Source: an optimization exercise on an open RTL-to-GDS flow (aim: small area and a short achievable clock period). Production flows keep margins and buffers that such runs may drop.
At most, simulation tests tie the RTL to the original design; equivalence was not proved.
Function not checked in run 2: the RTL went through the layout flow alone.
Power figures rest on the tool's default switching activity, not on a simulated workload.

==> flow/design.v <==
package cd_pkg;
    localparam logic [3:0] CSR_DIV      = 4'd0;
    localparam logic [3:0] CSR_FILTER   = 4'd1;
    localparam logic [3:0] CSR_STATUS   = 4'd2;
    localparam logic [3:0] CSR_INT_MASK = 4'd3;
    localparam logic [3:0] CSR_TX_DATA  = 4'd4;
    localparam logic [3:0] CSR_TX_CTRL  = 4'd5;
    localparam logic [3:0] CSR_RX_DATA  = 4'd6;
    localparam logic [3:0] CSR_RX_CTRL  = 4'd7;
    localparam logic [3:0] CSR_RX_LEN   = 4'd8;
    localparam int STAT_RX_PENDING = 0;
    localparam int STAT_TX_PENDING = 1;
    localparam int STAT_RX_ERROR   = 2;    
    localparam int STAT_RX_LOST    = 3;
    localparam int STAT_BUS_IDLE   = 4;
    localparam int    IDLE_BITS = 12;      
    localparam int    MAX_FRAME = 64;
    localparam logic [15:0] DIV_RESET = 16'd15;
    localparam logic [15:0] CRC_INIT  = 16'hffff;
    localparam logic [7:0]  BROADCAST = 8'hff;
    localparam logic [1:0] TX_IDLE = 2'd0;
    localparam logic [1:0] TX_READ = 2'd1;
    localparam logic [1:0] TX_DATA = 2'd2;
    localparam logic [1:0] TX_CRC = 2'd3;
    localparam logic [1:0] SER_IDLE = 2'd0;
    localparam logic [1:0] SER_START = 2'd1;
    localparam logic [1:0] SER_DATA = 2'd2;
    localparam logic [1:0] SER_STOP = 2'd3;
    localparam logic [1:0] DES_IDLE = 2'd0;
    localparam logic [1:0] DES_START = 2'd1;
    localparam logic [1:0] DES_DATA = 2'd2;
    localparam logic [1:0] DES_STOP = 2'd3;
endpackage
import cd_pkg::*;
module cd_csr (
    input  logic       clk,
    input  logic       reset,
    input  logic [3:0] csr_address,
    input  logic       csr_read,
    input  logic       csr_write,
    input  logic [31:0]      csr_writedata,
    output logic [31:0]      csr_readdata,
    output logic       irq,
    output logic [15:0]       div,
    output logic [7:0]      filter,
    output logic       tx_wr_en,
    output logic [5:0]      tx_wr_addr,
    output logic       tx_start,
    output logic [5:0]      tx_len,
    input  logic       tx_done,
    input  logic       rx_frame_ok,
    input  logic [5:0]      rx_frame_len,
    input  logic       rx_frame_bad,
    input  logic       rx_frame_drop,
    output logic [5:0]      rx_rd_addr,
    input  logic [7:0]      rx_rd_byte,
    output logic       rx_busy,
    input  logic       bus_idle
);
    logic [4:0] status;
    logic [4:0] int_mask;
    logic       tx_pending;
    logic       rx_pending;
    logic       rx_error;
    logic       rx_lost;
    logic       rx_release;
    logic       rx_rd;
    logic       rd_rx_sel;       
    logic [5:0]      rx_len;
    logic [31:0]      readdata_q;
    assign tx_wr_en   = csr_write && csr_address == CSR_TX_DATA && !tx_pending;
    assign tx_start   = csr_write && csr_address == CSR_TX_CTRL && csr_writedata[0] && !tx_pending;
    assign tx_len     = tx_wr_addr;
    assign rx_release = csr_write && csr_address == CSR_RX_CTRL && csr_writedata[0];
    assign rx_rd      = csr_read && csr_address == CSR_RX_DATA;
    assign rx_busy    = rx_pending;
    assign irq        = |(status & int_mask);
    assign csr_readdata = rd_rx_sel ? {24'd0, rx_rd_byte} : readdata_q;
    always_comb begin
        status = '0;
        status[STAT_RX_PENDING] = rx_pending;
        status[STAT_TX_PENDING] = tx_pending;
        status[STAT_RX_ERROR]   = rx_error;
        status[STAT_RX_LOST]    = rx_lost;
        status[STAT_BUS_IDLE]   = bus_idle;
    end
    always_ff @(posedge clk) begin
        if (reset) begin
            div        <= DIV_RESET;
            filter     <= '0;
            int_mask   <= '0;
            tx_pending <= 1'b0;
            rx_pending <= 1'b0;
            rx_error   <= 1'b0;
            rx_lost    <= 1'b0;
            tx_wr_addr <= '0;
            rx_rd_addr <= '0;
            rd_rx_sel  <= 1'b0;
        end else begin
            if (csr_write) begin
                case (csr_address)
                    CSR_DIV:      div <= csr_writedata[15:0];
                    CSR_FILTER:   filter <= csr_writedata[7:0];
                    CSR_INT_MASK: int_mask <= csr_writedata[4:0];
                    CSR_STATUS: begin    
                        if (csr_writedata[STAT_RX_ERROR]) rx_error <= 1'b0;
                        if (csr_writedata[STAT_RX_LOST]) rx_lost <= 1'b0;
                    end
                    default: ;
                endcase
            end
            if (rx_frame_bad) rx_error <= 1'b1;
            if (rx_frame_drop) rx_lost <= 1'b1;
            if (tx_wr_en) tx_wr_addr <= tx_wr_addr + 1'b1;
            if (tx_start) begin
                tx_pending <= 1'b1;
                tx_wr_addr <= '0;
            end else if (tx_done) begin
                tx_pending <= 1'b0;
            end
            if (rx_frame_ok) begin
                rx_pending <= 1'b1;
                rx_len     <= rx_frame_len;
                rx_rd_addr <= '0;
            end else if (rx_release) begin
                rx_pending <= 1'b0;
                rx_rd_addr <= '0;
            end else if (rx_rd) begin
                rx_rd_addr <= rx_rd_addr + 1'b1;
            end
            rd_rx_sel <= rx_rd;
        end
    end
    always_ff @(posedge clk) begin
        if (csr_read) begin
            case (csr_address)
                CSR_DIV:      readdata_q <= {16'd0, div};
                CSR_FILTER:   readdata_q <= {24'd0, filter};
                CSR_STATUS:   readdata_q <= {27'd0, status};
                CSR_INT_MASK: readdata_q <= {27'd0, int_mask};
                CSR_RX_LEN:   readdata_q <= {26'd0, rx_len};
                default:      readdata_q <= '0;
            endcase
        end
    end
endmodule
import cd_pkg::*;
module cd_frame_ram (
    input  logic  clk,
    input  logic  wr_en,
    input  logic [5:0] wr_addr,
    input  logic [7:0] wr_data,
    input  logic [5:0] rd_addr,
    output logic [7:0] rd_data
);
    logic [7:0] mem [MAX_FRAME];
    always_ff @(posedge clk) begin
        if (wr_en) mem[wr_addr] <= wr_data;
        rd_data <= mem[rd_addr];
    end
endmodule
import cd_pkg::*;
module cd_tx_bytes (
    input  logic  clk,
    input  logic  reset,
    input  logic  tx_start,
    input  logic [5:0] tx_len,
    input  logic [7:0] ram_rd_data,
    output logic [5:0] ram_rd_addr,
    output logic  tx_done,
    output logic [7:0] bytes_data,
    output logic  bytes_valid,
    output logic  bytes_last,
    input  logic  bytes_ack
);
    function automatic [15:0] crc16_step(input logic [15:0] crc, input logic [7:0] data);
        logic [15:0] c;
        c = crc ^ {8'h00, data};
        for (int i = 0; i < 8; i++) begin
            c = c[0] ? ((c >> 1) ^ 16'ha001) : (c >> 1);
        end
        crc16_step = c;
    endfunction
    logic [1:0] state;
    logic [5:0]     idx;
    logic [5:0]     len;
    logic [15:0]      crc;
    logic      crc_hi;
    assign ram_rd_addr = idx;
    assign bytes_valid = (state == TX_DATA) || (state == TX_CRC);
    assign bytes_data  = (state == TX_CRC) ? (crc_hi ? crc[15:8] : crc[7:0]) : ram_rd_data;
    assign bytes_last  = (state == TX_CRC) && crc_hi;
    always_ff @(posedge clk) begin
        if (reset) begin
            state   <= TX_IDLE;
            idx     <= '0;
            crc     <= CRC_INIT;
            crc_hi  <= 1'b0;
            tx_done <= 1'b0;
        end else begin
            tx_done <= 1'b0;
            case (state)
                TX_IDLE: if (tx_start) begin
                    len    <= tx_len;
                    idx    <= '0;
                    crc    <= CRC_INIT;
                    crc_hi <= 1'b0;
                    state  <= TX_READ;
                end
                TX_READ: state <= TX_DATA;   
                TX_DATA: if (bytes_ack) begin
                    crc   <= crc16_step(crc, ram_rd_data);
                    idx   <= idx + 1'b1;
                    state <= (idx == len - 1'b1) ? TX_CRC : TX_READ;
                end
                TX_CRC: if (bytes_ack) begin
                    crc_hi <= 1'b1;
                    if (crc_hi) begin
                        tx_done <= 1'b1;
                        state   <= TX_IDLE;
                    end
                end
                default: state <= TX_IDLE;
            endcase
        end
    end
endmodule
import cd_pkg::*;
module cd_tx_ser (
    input  logic clk,
    input  logic reset,
    input  logic [15:0] div,
    input  logic bus_idle,
    output logic tx,
    input  logic [7:0] bytes_data,
    input  logic  bytes_valid,
    input  logic  bytes_last,
    output logic  bytes_ack
);
    logic [1:0] state;
    logic [15:0]       cnt;
    logic [2:0] bitn;
    logic [7:0]      shreg;
    logic       in_frame;    
    logic       bit_end;
    logic       load;
    assign bit_end = (cnt == div);
    assign load = bytes_valid && ((state == SER_IDLE && (in_frame || bus_idle)) ||
                                  (state == SER_STOP && bit_end && in_frame));
    assign bytes_ack = load;
    assign tx = (state == SER_START) ? 1'b0 : (state == SER_DATA) ? shreg[0] : 1'b1;
    always_ff @(posedge clk) begin
        if (reset) begin
            state    <= SER_IDLE;
            cnt      <= '0;
            bitn     <= '0;
            in_frame <= 1'b0;
        end else begin
            cnt <= (state == SER_IDLE || bit_end) ? '0 : cnt + 1'b1;
            if (load) begin
                shreg    <= bytes_data;
                in_frame <= !bytes_last;
                state    <= SER_START;
            end else begin
                case (state)
                    SER_START: if (bit_end) state <= SER_DATA;
                    SER_DATA: if (bit_end) begin
                        shreg <= shreg >> 1;     
                        bitn  <= bitn + 1'b1;
                        if (bitn == 3'd7) state <= SER_STOP;
                    end
                    SER_STOP: if (bit_end) state <= SER_IDLE;
                    default: ;
                endcase
            end
        end
    end
endmodule
import cd_pkg::*;
module cd_rx_des (
    input  logic clk,
    input  logic reset,
    input  logic [15:0] div,
    input  logic rx,
    output logic [7:0] bytes_data,
    output logic  bytes_strobe,
    output logic  bytes_frame_end,
    output logic  bytes_bus_idle
);
    logic [1:0] state;
    logic [1:0] rx_sync;
    logic       rxd;
    logic [15:0]       cnt;
    logic [2:0] bitn;
    logic [7:0]      shreg;
    logic [15:0]       idle_cnt;
    logic [3:0] idle_bits;
    logic       got_byte;    
    assign rxd = rx_sync[1];
    assign bytes_data = shreg;
    always_ff @(posedge clk) begin
        if (reset) begin
            rx_sync         <= 2'b11;
            state           <= DES_IDLE;
            cnt             <= '0;
            bitn            <= '0;
            idle_cnt        <= '0;
            idle_bits       <= '0;
            got_byte        <= 1'b0;
            bytes_strobe    <= 1'b0;
            bytes_frame_end <= 1'b0;
            bytes_bus_idle  <= 1'b0;
        end else begin
            rx_sync         <= {rx_sync[0], rx};
            bytes_strobe    <= 1'b0;
            bytes_frame_end <= 1'b0;
            cnt             <= cnt + 1'b1;
            case (state)
                DES_IDLE: begin
                    cnt <= '0;
                    if (!rxd) state <= DES_START;
                end
                DES_START: if (cnt == (div >> 1)) begin
                    cnt   <= '0;
                    state <= rxd ? DES_IDLE : DES_DATA;      
                end
                DES_DATA: if (cnt == div) begin
                    cnt   <= '0;
                    shreg <= {rxd, shreg[7:1]};
                    bitn  <= bitn + 1'b1;
                    if (bitn == 3'd7) state <= DES_STOP;
                end
                DES_STOP: if (cnt == div) begin
                    state        <= DES_IDLE;
                    bytes_strobe <= rxd;     
                    got_byte     <= got_byte | rxd;
                end
                default: state <= DES_IDLE;
            endcase
            if (state != DES_IDLE || !rxd) begin
                idle_cnt       <= '0;
                idle_bits      <= '0;
                bytes_bus_idle <= 1'b0;
            end else if (!bytes_bus_idle) begin
                if (idle_cnt == div) begin
                    idle_cnt  <= '0;
                    idle_bits <= idle_bits + 1'b1;
                    if (idle_bits == 4'(IDLE_BITS - 1)) begin
                        bytes_bus_idle  <= 1'b1;
                        bytes_frame_end <= got_byte;
                        got_byte        <= 1'b0;
                    end
                end else begin
                    idle_cnt <= idle_cnt + 1'b1;
                end
            end
        end
    end
endmodule
import cd_pkg::*;
module cd_rx_bytes (
    input  logic  clk,
    input  logic  reset,
    input  logic [7:0] filter,
    input  logic  rx_busy,
    output logic  ram_wr_en,
    output logic [5:0] ram_wr_addr,
    output logic [7:0] ram_wr_data,
    output logic  rx_frame_ok,
    output logic [5:0] rx_frame_len,
    output logic  rx_frame_bad,
    output logic  rx_frame_drop,
    input  logic [7:0] bytes_data,
    input  logic  bytes_strobe,
    input  logic  bytes_frame_end,
    input  logic  bytes_bus_idle
);
    function automatic [15:0] crc16_step(input logic [15:0] crc, input logic [7:0] data);
        logic [15:0] c;
        c = crc ^ {8'h00, data};
        for (int i = 0; i < 8; i++) begin
            c = c[0] ? ((c >> 1) ^ 16'ha001) : (c >> 1);
        end
        crc16_step = c;
    endfunction
    logic [6:0] count;
    logic [15:0]       crc;
    logic [7:0]      len_field;
    logic       dest_ok;
    logic       skip;        
    logic       good;
    assign ram_wr_en   = bytes_strobe && !rx_busy && (count < 7'(MAX_FRAME));
    assign ram_wr_addr = count[5:0];
    assign ram_wr_data = bytes_data;
    assign good = (crc == '0) && (count <= 7'(MAX_FRAME)) &&
                  ({2'b00, count} == {1'b0, len_field} + 9'd5);
    assign rx_frame_bad  = bytes_frame_end && !good;
    assign rx_frame_drop = bytes_frame_end && good && dest_ok && (skip || rx_busy);
    assign rx_frame_ok   = bytes_frame_end && good && dest_ok && !(skip || rx_busy);
    assign rx_frame_len  = 6'(count - 7'd2);     
    always_ff @(posedge clk) begin
        if (reset || bytes_frame_end) begin
            count   <= '0;
            crc     <= CRC_INIT;
            dest_ok <= 1'b0;
            skip    <= 1'b0;
        end else if (bytes_strobe) begin
            crc  <= crc16_step(crc, bytes_data);
            skip <= skip | rx_busy;
            if (count != 7'h7f) count <= count + 1'b1;
            if (count == 7'd1) dest_ok <= (bytes_data == filter) || (bytes_data == BROADCAST);
            if (count == 7'd2) len_field <= bytes_data;
        end
    end
endmodule
import cd_pkg::*;
module cdbus (
    input  logic       clk,
    input  logic       reset,
    input  logic [3:0] csr_address,
    input  logic       csr_read,
    input  logic       csr_write,
    input  logic [31:0]      csr_writedata,
    output logic [31:0]      csr_readdata,
    output logic       irq,
    input  logic       rx,
    output logic       tx
);
    logic [7:0] tx_byte_data;
    logic  tx_byte_valid;
    logic  tx_byte_last;
    logic  tx_byte_ack;
    logic [7:0] rx_byte_data;
    logic  rx_byte_strobe;
    logic  rx_byte_frame_end;
    logic  rx_byte_bus_idle;
    logic [15:0]  div;
    logic [7:0] filter;
    logic  bus_idle;
    logic  tx_wr_en;
    logic [5:0] tx_wr_addr;
    logic  tx_start;
    logic [5:0] tx_len;
    logic  tx_done;
    logic [5:0] tx_rd_addr;
    logic [7:0] tx_rd_data;
    logic [5:0] rx_rd_addr;
    logic [7:0] rx_rd_byte;
    logic  rx_busy;
    logic  rx_wr_en;
    logic [5:0] rx_wr_addr;
    logic [7:0] rx_wr_data;
    logic  rx_frame_ok;
    logic [5:0] rx_frame_len;
    logic  rx_frame_bad;
    logic  rx_frame_drop;
    assign bus_idle = rx_byte_bus_idle;    
    cd_csr csr0 (
        .clk, .reset, .csr_address, .csr_read, .csr_write, .csr_writedata,
        .csr_readdata, .irq, .div, .filter, .tx_wr_en, .tx_wr_addr, .tx_start,
        .tx_len, .tx_done, .rx_frame_ok, .rx_frame_len, .rx_frame_bad,
        .rx_frame_drop, .rx_rd_addr, .rx_rd_byte, .rx_busy, .bus_idle
    );
    cd_frame_ram tx_ram (
        .clk, .wr_en(tx_wr_en), .wr_addr(tx_wr_addr), .wr_data(csr_writedata[7:0]),
        .rd_addr(tx_rd_addr), .rd_data(tx_rd_data)
    );
    cd_frame_ram rx_ram (
        .clk, .wr_en(rx_wr_en), .wr_addr(rx_wr_addr), .wr_data(rx_wr_data),
        .rd_addr(rx_rd_addr), .rd_data(rx_rd_byte)
    );
    cd_tx_bytes tx_bytes0 (
        .clk, .reset, .tx_start, .tx_len, .ram_rd_data(tx_rd_data),
        .ram_rd_addr(tx_rd_addr), .tx_done, .bytes_data(tx_byte_data),
        .bytes_valid(tx_byte_valid), .bytes_last(tx_byte_last), .bytes_ack(tx_byte_ack)
    );
    cd_tx_ser tx_ser0 (
        .clk, .reset, .div, .bus_idle, .tx, .bytes_data(tx_byte_data),
        .bytes_valid(tx_byte_valid), .bytes_last(tx_byte_last), .bytes_ack(tx_byte_ack)
    );
    cd_rx_des rx_des0 (
        .clk, .reset, .div, .rx, .bytes_data(rx_byte_data), .bytes_strobe(rx_byte_strobe),
        .bytes_frame_end(rx_byte_frame_end), .bytes_bus_idle(rx_byte_bus_idle)
    );
    cd_rx_bytes rx_bytes0 (
        .clk, .reset, .filter, .rx_busy, .ram_wr_en(rx_wr_en), .ram_wr_addr(rx_wr_addr),
        .ram_wr_data(rx_wr_data), .rx_frame_ok, .rx_frame_len, .rx_frame_bad,
        .rx_frame_drop, .bytes_data(rx_byte_data), .bytes_strobe(rx_byte_strobe),
        .bytes_frame_end(rx_byte_frame_end), .bytes_bus_idle(rx_byte_bus_idle)
    );
endmodule
==> flow/run.sh <==
#!/bin/bash
# synth_recipe.tcl (not shown) runs the flow's synth.tcl, then flattens the netlist and writes it again
# the make line also repeats each setting of config.mk as NAME=value (left out here)
make -C /OpenROAD-flow-scripts/flow DESIGN_CONFIG=/design/flow/config.mk WORK_HOME=/design/flow/orfs CLKGATE_MAP_FILE= SYNTH_SCRIPT=/design/flow/synth_recipe.tcl finish
==> flow/config.mk <==
export PLATFORM = sky130hd
export DESIGN_NAME = cdbus
export DESIGN_NICKNAME = cdbus
export VERILOG_FILES = /design/flow/design.v
export SDC_FILE = /design/flow/constraint.sdc
export NUM_CORES = 4
export LEC_CHECK = 0
export CAP_MARGIN = 20
export CORE_MARGIN = 2
export CORE_UTILIZATION = 40
export SLEW_MARGIN = 20
==> flow/constraint.sdc <==
create_clock -name core_clock -period 5.0 [get_ports {clk}]
set_input_delay 1.0000 -clock core_clock [delete_from_list [all_inputs] [get_ports {clk}]]
set_output_delay 1.0000 -clock core_clock [all_outputs]
set_load 0.01 [all_outputs]
==> flow_metrics.env, run 1 <==
export IMPL_status="complete, no violations"
export IMPL_io_pins=75
export IMPL_ys_ff_latch=1258
export IMPL_fin_area_sq_um=57300
export IMPL_skew_ps=28.0
export IMPL_num_vias=25800
export IMPL_grt_ovfl_total=0
export IMPL_ys_seq_area_frac=0.709
export IMPL_end_kind="flip-flop"
export IMPL_tightest_slew_ps=1060
export IMPL_cts_buffers_inserted=130
export IMPL_wirelength_mm=114
export IMPL_nets=2992
export IMPL_setup_tns_ps=0
export IMPL_cts_sinks=1258
export IMPL_clk_path_buf_depth=3
export IMPL_async_reset_ff_frac=0
export IMPL_fin_crit_ps=3750
export IMPL_regArea_sq_um=36000
export IMPL_grtUsageTotal=0.176
export IMPL_postRouteAntennaNets=0
export IMPL_multi_input_area_sq_um=13900
export IMPL_required_ps=5360
export IMPL_fmax_ghz=0.267
export IMPL_whs_ps=454
export IMPL_dr_pass1_iters=9
export IMPL_synthToLayoutAreaGrowth_pct=13.1
export IMPL_initial_core_util=0.403
export IMPL_slew_headroom=0.294
export IMPL_drc_errors=0
export IMPL_drive_gt1_frac=0.218
export IMPL_n_antenna_cell=0
export IMPL_cts_resized=0
export IMPL_dieArea_sq_um=130000
export IMPL_syn_inst=2814
export IMPL_rsz0062_at_grt="no"
export IMPL_core_area_sq_um=126000
export IMPL_path_class="in -> reg"
export IMPL_yosys_cell_types_count=68
export IMPL_peakVddDrop_v=0.000354
export IMPL_dp_slack_ps=583
export IMPL_place_congestion=0.814
export IMPL_drv_slew=0
export IMPL_htree_levels=4
export IMPL_cts_tree="yes"
export IMPL_crit_fanout=9
export IMPL_die_h_um=360
export IMPL_grt_pass1_wl_mm=171
export IMPL_syn_avg_cell_area_sq_um=18.0
export IMPL_wl_per_cell_um=24.4
export IMPL_num_fill_cells=10500
export IMPL_hold_class="reg -> reg"
export IMPL_startpoint_type="input pin"
export IMPL_hold_buffers=0
export IMPL_netlist_area_sq_um=50700
export IMPL_worstPathArrival_ps=4110
export IMPL_dieWidth_um=360
export IMPL_root_buffer="clkbuf_16"
export IMPL_synth_edf_count=1076
export IMPL_port_buffers=42
export IMPL_max_cap_violations=0
export IMPL_path_clk_slew_ps=60
export IMPL_setup_ws_ps=1250
export IMPL_leakage_nw=17.8
export IMPL_yosysWarnings=6
export IMPL_dp_hpwl_mm=72.3
export IMPL_power_density_nw_per_um2=367
export IMPL_fp_row_count=130
export IMPL_postCtsSetupBuffers=0
export IMPL_postPlaceCellArea_sq_um=53200
export IMPL_setup_viol=0
export IMPL_insertion_delay_ps=750
export IMPL_grt_start_max_net_pins=70
export IMPL_vias_per_cell=5.52
export IMPL_drt_iter0_drc=2342
export IMPL_synth_flop_cell="edfxtp_1"
export IMPL_hold_viol_final=0
export IMPL_grt_pass1_vias=26500
export IMPL_fin_crit_sh=0.749
export IMPL_antenna_found_initial=2
export IMPL_utilization=0.456
-- cells in the mapped netlist, types with 24 or more instances --
library cell / count / share of area
xor2_1: 102 / 0.018
mux4_2: 332 / 0.15
o21ai_0: 24 / 0.0024
nand2_1: 158 / 0.012
nor2_1: 240 / 0.018
buf_2: 37 / 0.0037
nand3_1: 50 / 0.0049
edfxtp_1: 1076 / 0.64
a21oi_1: 63 / 0.0062
clkbuf_1: 88 / 0.0065
xnor2_1: 85 / 0.015
dfxtp_1: 182 / 0.072
mux2i_1: 34 / 0.0067
nand4_1: 26 / 0.0032
-- metrics by stage --
stage | cells | total power, mW
2_1_floorplan | 2829 | 11.7
6_report | 4683 | 21.0
3_5_place_dp | 4447 | 11.8
3_3_place_gp | 4447 | 11.8
4_1_cts | 4683 | 21.2
5_1_grt | 4683 | 21.7
-- layer usage --
layer  part of all wire  global-route usage
met1               0.44               0.244
met2               0.49               0.287
met3              0.053              0.0296
met4              0.021              0.0539
met5                  0                   0
-- power breakdown --
part           internal, mW  switching, mW
Clock                  5.43           3.99
Combinational        0.0901          0.186
Sequential             11.3         0.0234
-- worst max-delay path: stages --
cell and delay, ps:
clkdlybuf4s50_1 670, nand3b_1 220, nor4_4 610, nor2b_1 350
nand2_1 460, nor2_1 790
-- layout by cell type, fill, tap and decap left out, drive strengths merged, types with 4 or more instances in the layout --
master         Yosys  routed
nand2            158     158
nand3             50      50
dfxtp            182     182
nand3b             9       9
nor3b              6       6
buf               79     102
mux2              20      20
clkinvlp           0       9
inv               25      34
a21oi             63      63
nor2             241     241
o211ai             5       5
nor2b             19      19
or4                5       5
a22oi              6       6
mux4             332     332
or3               10      10
and2              14      14
o21a               4       4
bufinv             0       9
a222oi             7       7
ha                22      22
clkinv             1      45
xnor2             85      85
mux2i             34      34
clkdlybuf4s50      0      33
nand4             26      26
or2                7       7
nor3              22      22
clkbuf            88     165
o31ai              5       5
and3              14      14
xor2             102     102
edfxtp          1076    1076
o21ai             28      28
a211oi             8       8
nor4              25      25
conb               1      16
nand2b             4       4
-- sequential cells by signal, indices dropped and copies added (netlist names), 16 cells and up, named ones only --
| name | flops |
|---|---|
| tx_bytes0.crc | 16 |
| rx_ram.mem | 512 |
| csr0.readdata_q | 16 |
| rx_bytes0.crc | 16 |
| csr0.div | 16 |
| rx_des0.cnt | 16 |
| rx_des0.idle_cnt | 16 |
| tx_ram.mem | 512 |
| tx_ser0.cnt | 16 |
-- worst paths after layout --
| kind | start | to | slack [ps] | depth (start not counted) |
|---|---|---|---|---|
| worst max register to register | tx_bytes0.idx[0]$_SDFFE_PP0P_ | tx_ram.rd_data[2]$_DFF_P_ | 1810 | 4 |
| worst min register to register | rx_des0.rx_sync[0]$_SDFF_PP1_ | rx_des0.rx_sync[1]$_SDFF_PP1_ | 450 | 1 |
| worst max-delay path | csr_address[2] | tx_ram.mem[36][1]$_DFFE_PP_ | 1250 | 6 |
| worst min-delay path | rx_des0.rx_sync[0]$_SDFF_PP1_ | rx_des0.rx_sync[1]$_SDFF_PP1_ | 450 | 1 |
-- kinds of logic (layout without fill, tap and decap cells) --
family / after synthesis / after routing / share of synthesized area
adders and majority gates: 22 / 22 / 0.00543
AOI/OAI and AO/OA: 142 / 142 / 0.0175
and+or+nand+nor: 621 / 621 / 0.0568
DFF: 1258 / 1258 / 0.709
buffers and inverters: 193 / 397 / 0.0182
muxes: 386 / 386 / 0.159
other: 1 / 16 / 0.0000740
xor gates and xnor gates: 191 / 191 / 0.0341
-- layout make-up --
class / count / share of cell area
flip-flops and latches: 1258 / 0.627
multi-input cells: 1378 / 0.242
clock buffers: 165 / 0.0608
well taps: 1650 / 0.0360
repair buffers: 135 / 0.0203
clock inverters: 71 / 0.0115
inverters: 26 / 0.00170
==> inputs of run 2 (changes only) <==
--- a/flow/design.v
+++ b/flow/design.v
@@ -54,9 +54,9 @@
     input  logic       rx_frame_drop,
     output logic [5:0]      rx_rd_addr,
-    input  logic [7:0]      rx_rd_byte,
+    input  logic [7:0]      rx_rd_byte,      
     output logic       rx_busy,
-    input  logic       bus_idle
+    input  logic       bus_idle,
+    input  logic       bus_idle_n        
 );
-    logic [4:0] status;
     logic [4:0] int_mask;
     logic       tx_pending;
@@ -66,7 +66,12 @@
     logic       rx_release;
     logic       rx_rd;
-    logic       rd_rx_sel;       
-    logic [5:0]      rx_len;
-    logic [31:0]      readdata_q;
+    logic [5:0] rx_len;
+    logic [31:0] readdata_q;
+    logic        irq_q;
+    logic [4:0] int_mask_n;
+    logic       tx_pending_n;
+    logic       rx_pending_n;
+    logic       rx_error_n;
+    logic       rx_lost_n;
     assign tx_wr_en   = csr_write && csr_address == CSR_TX_DATA && !tx_pending;
     assign tx_start   = csr_write && csr_address == CSR_TX_CTRL && csr_writedata[0] && !tx_pending;
@@ -75,59 +80,57 @@
     assign rx_rd      = csr_read && csr_address == CSR_RX_DATA;
     assign rx_busy    = rx_pending;
-    assign irq        = |(status & int_mask);
-    assign csr_readdata = rd_rx_sel ? {24'd0, rx_rd_byte} : readdata_q;
+    assign irq        = irq_q;
+    assign csr_readdata = readdata_q;
     always_comb begin
-        status = '0;
-        status[STAT_RX_PENDING] = rx_pending;
-        status[STAT_TX_PENDING] = tx_pending;
-        status[STAT_RX_ERROR]   = rx_error;
-        status[STAT_RX_LOST]    = rx_lost;
-        status[STAT_BUS_IDLE]   = bus_idle;
+        int_mask_n   = int_mask;
+        tx_pending_n = tx_pending;
+        rx_pending_n = rx_pending;
+        rx_error_n   = rx_error;
+        rx_lost_n    = rx_lost;
+        if (reset) begin
+            int_mask_n   = '0;
+            tx_pending_n = 1'b0;
+            rx_pending_n = 1'b0;
+            rx_error_n   = 1'b0;
+            rx_lost_n    = 1'b0;
+        end else begin
+            if (csr_write && csr_address == CSR_INT_MASK) int_mask_n = csr_writedata[4:0];
+            if (csr_write && csr_address == CSR_STATUS) begin
+                if (csr_writedata[STAT_RX_ERROR]) rx_error_n = 1'b0;
+                if (csr_writedata[STAT_RX_LOST]) rx_lost_n = 1'b0;
+            end
+            if (rx_frame_bad) rx_error_n = 1'b1;
+            if (rx_frame_drop) rx_lost_n = 1'b1;
+            if (tx_start) tx_pending_n = 1'b1;
+            else if (tx_done) tx_pending_n = 1'b0;
+            if (rx_frame_ok) rx_pending_n = 1'b1;
+            else if (rx_release) rx_pending_n = 1'b0;
+        end
     end
     always_ff @(posedge clk) begin
+        int_mask   <= int_mask_n;
+        tx_pending <= tx_pending_n;
+        rx_pending <= rx_pending_n;
+        rx_error   <= rx_error_n;
+        rx_lost    <= rx_lost_n;
+        irq_q      <= |({bus_idle_n, rx_lost_n, rx_error_n, tx_pending_n, rx_pending_n} & int_mask_n);
         if (reset) begin
             div        <= DIV_RESET;
             filter     <= '0;
-            int_mask   <= '0;
-            tx_pending <= 1'b0;
-            rx_pending <= 1'b0;
-            rx_error   <= 1'b0;
-            rx_lost    <= 1'b0;
             tx_wr_addr <= '0;
             rx_rd_addr <= '0;
-            rd_rx_sel  <= 1'b0;
         end else begin
-            if (csr_write) begin
-                case (csr_address)
-                    CSR_DIV:      div <= csr_writedata[15:0];
-                    CSR_FILTER:   filter <= csr_writedata[7:0];
-                    CSR_INT_MASK: int_mask <= csr_writedata[4:0];
-                    CSR_STATUS: begin    
-                        if (csr_writedata[STAT_RX_ERROR]) rx_error <= 1'b0;
-                        if (csr_writedata[STAT_RX_LOST]) rx_lost <= 1'b0;
-                    end
-                    default: ;
-                endcase
-            end
-            if (rx_frame_bad) rx_error <= 1'b1;
-            if (rx_frame_drop) rx_lost <= 1'b1;
-            if (tx_wr_en) tx_wr_addr <= tx_wr_addr + 1'b1;
-            if (tx_start) begin
-                tx_pending <= 1'b1;
-                tx_wr_addr <= '0;
-            end else if (tx_done) begin
-                tx_pending <= 1'b0;
-            end
+            if (csr_write && csr_address == CSR_DIV) div <= csr_writedata[15:0];
+            if (csr_write && csr_address == CSR_FILTER) filter <= csr_writedata[7:0];
+            if (tx_start) tx_wr_addr <= '0;
+            else if (tx_wr_en) tx_wr_addr <= tx_wr_addr + 1'b1;
             if (rx_frame_ok) begin
-                rx_pending <= 1'b1;
                 rx_len     <= rx_frame_len;
                 rx_rd_addr <= '0;
             end else if (rx_release) begin
-                rx_pending <= 1'b0;
                 rx_rd_addr <= '0;
             end else if (rx_rd) begin
                 rx_rd_addr <= rx_rd_addr + 1'b1;
             end
-            rd_rx_sel <= rx_rd;
         end
     end
@@ -137,6 +140,7 @@
                 CSR_DIV:      readdata_q <= {16'd0, div};
                 CSR_FILTER:   readdata_q <= {24'd0, filter};
-                CSR_STATUS:   readdata_q <= {27'd0, status};
+                CSR_STATUS:   readdata_q <= {27'd0, bus_idle, rx_lost, rx_error, tx_pending, rx_pending};
                 CSR_INT_MASK: readdata_q <= {27'd0, int_mask};
+                CSR_RX_DATA:  readdata_q <= {24'd0, rx_rd_byte};
                 CSR_RX_LEN:   readdata_q <= {26'd0, rx_len};
                 default:      readdata_q <= '0;
@@ -146,5 +150,7 @@
 endmodule
 import cd_pkg::*;
-module cd_frame_ram (
+module cd_frame_ram #(
+    parameter int DEPTH = MAX_FRAME
+) (
     input  logic  clk,
     input  logic  wr_en,
@@ -154,9 +160,9 @@
     output logic [7:0] rd_data
 );
-    logic [7:0] mem [MAX_FRAME];
+    logic [7:0] mem [DEPTH];
     always_ff @(posedge clk) begin
-        if (wr_en) mem[wr_addr] <= wr_data;
-        rd_data <= mem[rd_addr];
+        if (wr_en && 32'(wr_addr) < DEPTH) mem[wr_addr] <= wr_data;
     end
+    assign rd_data = mem[rd_addr];
 endmodule
 import cd_pkg::*;
@@ -238,8 +244,8 @@
     output logic  bytes_ack
 );
-    logic [1:0] state;
+    logic [1:0] state, state_n;
     logic [15:0]       cnt;
     logic [2:0] bitn;
-    logic [7:0]      shreg;
+    logic [7:0]      shreg, shreg_n;
     logic       in_frame;    
     logic       bit_end;
@@ -249,8 +255,29 @@
                                   (state == SER_STOP && bit_end && in_frame));
     assign bytes_ack = load;
-    assign tx = (state == SER_START) ? 1'b0 : (state == SER_DATA) ? shreg[0] : 1'b1;
+    always_comb begin
+        state_n = state;
+        shreg_n = shreg;
+        if (reset) begin
+            state_n = SER_IDLE;
+        end else if (load) begin
+            shreg_n = bytes_data;
+            state_n = SER_START;
+        end else begin
+            case (state)
+                SER_START: if (bit_end) state_n = SER_DATA;
+                SER_DATA: if (bit_end) begin
+                    shreg_n = shreg >> 1;     
+                    if (bitn == 3'd7) state_n = SER_STOP;
+                end
+                SER_STOP: if (bit_end) state_n = SER_IDLE;
+                default: ;
+            endcase
+        end
+    end
     always_ff @(posedge clk) begin
+        state <= state_n;
+        shreg <= shreg_n;
+        tx    <= (state_n == SER_START) ? 1'b0 : (state_n == SER_DATA) ? shreg_n[0] : 1'b1;
         if (reset) begin
-            state    <= SER_IDLE;
             cnt      <= '0;
             bitn     <= '0;
@@ -259,18 +286,7 @@
             cnt <= (state == SER_IDLE || bit_end) ? '0 : cnt + 1'b1;
             if (load) begin
-                shreg    <= bytes_data;
                 in_frame <= !bytes_last;
-                state    <= SER_START;
-            end else begin
-                case (state)
-                    SER_START: if (bit_end) state <= SER_DATA;
-                    SER_DATA: if (bit_end) begin
-                        shreg <= shreg >> 1;     
-                        bitn  <= bitn + 1'b1;
-                        if (bitn == 3'd7) state <= SER_STOP;
-                    end
-                    SER_STOP: if (bit_end) state <= SER_IDLE;
-                    default: ;
-                endcase
+            end else if (state == SER_DATA && bit_end) begin
+                bitn <= bitn + 1'b1;
             end
         end
@@ -286,5 +302,6 @@
     output logic  bytes_strobe,
     output logic  bytes_frame_end,
-    output logic  bytes_bus_idle
+    output logic  bytes_bus_idle,
+    output logic  bytes_bus_idle_n      
 );
     logic [1:0] state;
@@ -298,4 +315,10 @@
     logic       got_byte;    
     assign rxd = rx_sync[1];
+    always_comb begin
+        bytes_bus_idle_n = bytes_bus_idle;
+        if (reset || state != DES_IDLE || !rxd) bytes_bus_idle_n = 1'b0;
+        else if (!bytes_bus_idle && idle_cnt == div && idle_bits == 4'(IDLE_BITS - 1))
+            bytes_bus_idle_n = 1'b1;
+    end
     assign bytes_data = shreg;
     always_ff @(posedge clk) begin
@@ -390,4 +413,5 @@
     logic       skip;        
     logic       good;
+    logic       good_q;      
     assign ram_wr_en   = bytes_strobe && !rx_busy && (count < 7'(MAX_FRAME));
     assign ram_wr_addr = count[5:0];
@@ -395,8 +419,9 @@
     assign good = (crc == '0) && (count <= 7'(MAX_FRAME)) &&
                   ({2'b00, count} == {1'b0, len_field} + 9'd5);
-    assign rx_frame_bad  = bytes_frame_end && !good;
-    assign rx_frame_drop = bytes_frame_end && good && dest_ok && (skip || rx_busy);
-    assign rx_frame_ok   = bytes_frame_end && good && dest_ok && !(skip || rx_busy);
+    assign rx_frame_bad  = bytes_frame_end && !good_q;
+    assign rx_frame_drop = bytes_frame_end && good_q && dest_ok && (skip || rx_busy);
+    assign rx_frame_ok   = bytes_frame_end && good_q && dest_ok && !(skip || rx_busy);
     assign rx_frame_len  = 6'(count - 7'd2);     
+    always_ff @(posedge clk) good_q <= good;
     always_ff @(posedge clk) begin
         if (reset || bytes_frame_end) begin
@@ -435,4 +460,9 @@
     logic  rx_byte_frame_end;
     logic  rx_byte_bus_idle;
+    logic  rx_byte_bus_idle_n;
+    logic  tx_wr_en_q;           
+    logic [5:0] tx_wr_addr_q;
+    logic [7:0] tx_wr_data_q;
+    logic [7:0] tx_rd_comb;
     logic [15:0]  div;
     logic [7:0] filter;
@@ -460,11 +490,18 @@
         .csr_readdata, .irq, .div, .filter, .tx_wr_en, .tx_wr_addr, .tx_start,
         .tx_len, .tx_done, .rx_frame_ok, .rx_frame_len, .rx_frame_bad,
-        .rx_frame_drop, .rx_rd_addr, .rx_rd_byte, .rx_busy, .bus_idle
+        .rx_frame_drop, .rx_rd_addr, .rx_rd_byte, .rx_busy, .bus_idle,
+        .bus_idle_n(rx_byte_bus_idle_n)
     );
+    always_ff @(posedge clk) begin
+        tx_wr_en_q   <= tx_wr_en;
+        tx_wr_addr_q <= tx_wr_addr;
+        tx_wr_data_q <= csr_writedata[7:0];
+        tx_rd_data   <= tx_rd_comb;
+    end
     cd_frame_ram tx_ram (
-        .clk, .wr_en(tx_wr_en), .wr_addr(tx_wr_addr), .wr_data(csr_writedata[7:0]),
-        .rd_addr(tx_rd_addr), .rd_data(tx_rd_data)
+        .clk, .wr_en(tx_wr_en_q), .wr_addr(tx_wr_addr_q), .wr_data(tx_wr_data_q),
+        .rd_addr(tx_rd_addr), .rd_data(tx_rd_comb)
     );
-    cd_frame_ram rx_ram (
+    cd_frame_ram #(.DEPTH(MAX_FRAME - 2)) rx_ram (
         .clk, .wr_en(rx_wr_en), .wr_addr(rx_wr_addr), .wr_data(rx_wr_data),
         .rd_addr(rx_rd_addr), .rd_data(rx_rd_byte)
@@ -481,5 +518,6 @@
     cd_rx_des rx_des0 (
         .clk, .reset, .div, .rx, .bytes_data(rx_byte_data), .bytes_strobe(rx_byte_strobe),
-        .bytes_frame_end(rx_byte_frame_end), .bytes_bus_idle(rx_byte_bus_idle)
+        .bytes_frame_end(rx_byte_frame_end), .bytes_bus_idle(rx_byte_bus_idle),
+        .bytes_bus_idle_n(rx_byte_bus_idle_n)
     );
     cd_rx_bytes rx_bytes0 (
--- a/flow/config.mk
+++ b/flow/config.mk
@@ -6,6 +6,8 @@
 export NUM_CORES = 4
 export LEC_CHECK = 0
+export ABC_CLOCK_PERIOD_IN_PS = 2000
 export CAP_MARGIN = 20
 export CORE_MARGIN = 2
 export CORE_UTILIZATION = 40
+export SETUP_SLACK_MARGIN = 2.5
 export SLEW_MARGIN = 20
==> run 2 against run 1 <==
Hold slack worse by 74 ps. First-iteration DRC count up 19%. Synthesized area down 0.20%. Routed wire length up 6.3%. Register-to-register slack better by 500 ps. Highest routed layer unchanged. Global-route usage up 0.82 points. Count of clock-buffer cells in the layout unchanged. Sequential power about the same. Clock power up 0.7%.
==> flow_metrics.env, run 2 <==
export IMPL_crit_fanout=8
export IMPL_busiest_layer="met2"
export IMPL_clk_path_buf_depth=3
export IMPL_crit_family="multiplexers"
export IMPL_drt_iter0_drc=2793
export IMPL_postRouteAntennaNets=0
export IMPL_hold_class="reg -> reg"
export IMPL_status="complete, no violations"
export IMPL_leakage_nw=18.4
export IMPL_core_area_sq_um=126000
export IMPL_required_ps=5580
export IMPL_grt_pass1_wl_mm=179
export IMPL_vias_per_cell=5.64
export IMPL_dieArea_sq_um=129000
export IMPL_dp_hpwl_mm=70.8
export IMPL_startpoint_type="flip-flop"
export IMPL_hold_viol_final=0
export IMPL_synth_area_top_cells="edfxtp_1 (63%), mux4_2 (13%), dfxtp_1 (7.8%)"
export IMPL_synthAdderAreaFrac=0.00495
export IMPL_nets=3151
export IMPL_synthSimpleGateAreaFrac=0.0612
export IMPL_synthMuxAreaShare=0.149
export IMPL_yosysMostFrequentCell="edfxtp_1"
export IMPL_port_buffers=42
export IMPL_initial_core_util=0.403
export IMPL_utilization=0.474
export IMPL_synth_xor_area_frac=0.0334
export IMPL_syn_avg_cell_area_sq_um=17.3
export IMPL_fp_row_count=130
export IMPL_grt_ovfl_total=0
export IMPL_cts_sinks=1257
export IMPL_reg_largest_list="tx_ram.mem: 512 flops, rx_ram.mem: 496 flops"
export IMPL_fin_crit_ps=2690
export IMPL_htree_levels=4
export IMPL_grt_pass1_vias=27400
export IMPL_synth_top_family_by_area="multiplexers"
export IMPL_grt_use_met1=0.258
export IMPL_end_kind="flip-flop"
export IMPL_netlist_area_sq_um=50600
export IMPL_drc_errors=0
export IMPL_cts_tree="yes"
export IMPL_antenna_found_initial=0
export IMPL_dr_pass1_iters=6
export IMPL_drive_gt1_frac=0.270
export IMPL_synth_compound_area_frac=0.0256
export IMPL_fin_crit_sh=0.537
export IMPL_rsz0062_at_grt="yes"
export IMPL_mostFrequentLayoutCells="edfxtp_1 (1059), mux4_2 (298), nor2_1 (181), dfxtp_1 (162), clkbuf_16 (138)"
export IMPL_slew_headroom=0.276
export IMPL_synth_common_cells="edfxtp_1 (1059), mux4_2 (298), nor2_1 (274), dfxtp_1 (198), nand2_1 (145)"
export IMPL_die_h_um=360
export IMPL_cts_buffers_inserted=131
export IMPL_fmax_ghz=0.372
export IMPL_synthToLayoutAreaGrowth_pct=17.7
export IMPL_final_common_cell="edfxtp_1"
export IMPL_yosys_cell_types_count=68
export IMPL_cp_slowest_cell="mux4_2"
export IMPL_n_antenna_cell=0
export IMPL_io_pins=75
export IMPL_root_buffer="clkbuf_16"
export IMPL_dieWidth_um=360
export IMPL_num_vias=27300
export IMPL_peakVddDrop_v=0.000383
export IMPL_place_congestion=0.836
export IMPL_drv_slew=0
export IMPL_synth_flop_cell="edfxtp_1"
export IMPL_top_register="tx_ram.mem"
export IMPL_crit_buf_inv=4
export IMPL_ys_seq_area_frac=0.707
export IMPL_synth_edf_count=1059
export IMPL_path_clk_slew_ps=60
export IMPL_grtUsageTotal=0.185
export IMPL_critPathMaxStageDelay_ps=560
export IMPL_dp_slack_ps=1320
export IMPL_power_density_nw_per_um2=355
export IMPL_synth_top_cell_area_share=0.629
export IMPL_syn_inst=2927
export IMPL_crit_chain="buf_12, buf_12, buf_12, buf_16, mux4_2, mux4_2, mux4_2"
export IMPL_finalPower_mw=21.1
export IMPL_wl_per_cell_um=25.0
export IMPL_grt_start_max_net_pins=68
export IMPL_wirelength_mm=121
export IMPL_tightest_slew_ps=1080
export IMPL_met2_usage=0.298
export IMPL_ys_ff_latch=1257
export IMPL_gr_usage_met3=0.0341
export IMPL_setup_viol=0
export IMPL_synth_area_leader_cell="edfxtp_1"
export IMPL_setup_tns_ps=0
export IMPL_max_cap_violations=0
export IMPL_skew_ps=25.4
export IMPL_insertion_delay_ps=750
export IMPL_yosysWarnings=8
export IMPL_path_class="reg -> reg"
export IMPL_worstPathArrival_ps=3270
export IMPL_setup_ws_ps=2310
export IMPL_largest_reg_flops=512
export IMPL_async_reset_ff_frac=0
run 2: cell count changes after synthesis, moves of 9 or more:
cell	delta
nand2_1	-13
xnor2_1	+33
a31oi_1	+10
dfxtp_1	+16
mux2_1	-9
nor2_1	+34
mux2i_1	+29
mux4_2	-34
nand3_1	+11
edfxtp_1	-17
xor2_1	-35
nand4_1	+9
o21ai_0	+33
run 2: path summary, 6_finish.rpt:
| check | slack [ps] | from | to | cells after the start |
|---|---|---|---|---|
| worst max-delay path | 2310 | tx_bytes0.idx[0]$_SDFFE_PP0P_ | tx_rd_data[3]$_DFF_P_ | 7 |
| worst min-delay path | 380 | csr0.tx_wr_addr[5]$_SDFFE_PP0P_ | tx_wr_addr_q[5]$_DFF_P_ | 0 |
| worst max register to register | 2310 | tx_bytes0.idx[0]$_SDFFE_PP0P_ | tx_rd_data[3]$_DFF_P_ | 7 |
| worst min register to register | 380 | csr0.tx_wr_addr[5]$_SDFFE_PP0P_ | tx_wr_addr_q[5]$_DFF_P_ | 0 |
run 2: metal layers:
metal,part of all wire,vias to the layer above,wire length [um]
li1,-,11800,-
met1,0.43,14300,51900
met2,0.48,986,58700
met3,0.065,196,7920
met4,0.022,0,2710
met5,0,-,0
run 2: logic make-up after synthesis:
logic type / Yosys count
fa+ha+maj: 20
other cells: 1
simple gates: 671
flops: 1257
mux: 377
xor+xnor: 188
buf+inv: 208
compound gates: 205
run 2: area by class of cell:
| type | instances | area (sq um) |
|---|---|---|
| Clock buffer | 165 | 3520 |
| Tap cell | 1650 | 2060 |
| Sequential cell | 1257 | 35800 |
| Fill cell | 10400 | 66000 |
| Clock inverter | 69 | 648 |
| Timing Repair Buffer | 193 | 2430 |
| Inverter | 28 | 109 |
| Multi-Input combinational cell | 1479 | 15000 |
run 2: through the flow:
stage	hold slack [ps]	cells	cell area, sq um
after floorplan	353	2942	50700
after global placement	369	4499	52800
after detailed placement	369	4499	52800
after CTS	378	4795	58700
after global routing	389	4841	59600
final	379	4841	59600
run 2: where the power goes:
| group | switching (mW) | internal (mW) | total (mW) |
|---|---|---|---|
| sequential | 0.0244 | 11.3 | 11.3 |
| combinational | 0.201 | 0.108 | 0.310 |
| clock | 4.03 | 5.48 | 9.50 |
| total | 4.25 | 16.9 | 21.1 |
run 2: timing repair:
action | CTS | global route
buffers inserted | 47 | 42
endpoints found under the setup margin | 716 | 764
pin swaps | 13 | 13
gates cloned | 15 | 4
resized for setup | 260 | 101
hold buffers | 0 | 0

==> static timing again, ports no longer ideal <==
How much do the figures lean on ideal ports? The routed layouts below were timed once more, with nothing changed but the port constraints. Step 1: set_driving_cell puts a clkbuf_16 on clk and a buf_2 on each other input, an assumption about the parent block. Step 2 times the ports against the registers' clock, not the clock port: input delays grow and output delays shrink by t, the midpoint of the rising clock arrivals with the driver on. a / b / c = no drivers / after step 1 / after step 2; a / b = the first two.
| run | t (ns) | setup WS [ns] | hold WS [ns] | worst setup path after step 2 | worst slew at a driven data input, ns |
|---|---|---|---|---|---|
| run 1 | 0.809 | 1.253 / 1.245 / 0.494 | 0.454 / 0.454 / 0.454 | input to register | 0.06 |
| run 2 | 0.806 | 2.313 / 2.313 / 1.705 | 0.379 / 0.379 / 0.379 | input to register | 0.05 |
After both steps setup and hold are still met in every run listed. For run 1, which loses most, drivers alone change the setup slack by -0.008 ns; drivers and shift together by -0.759 ns.
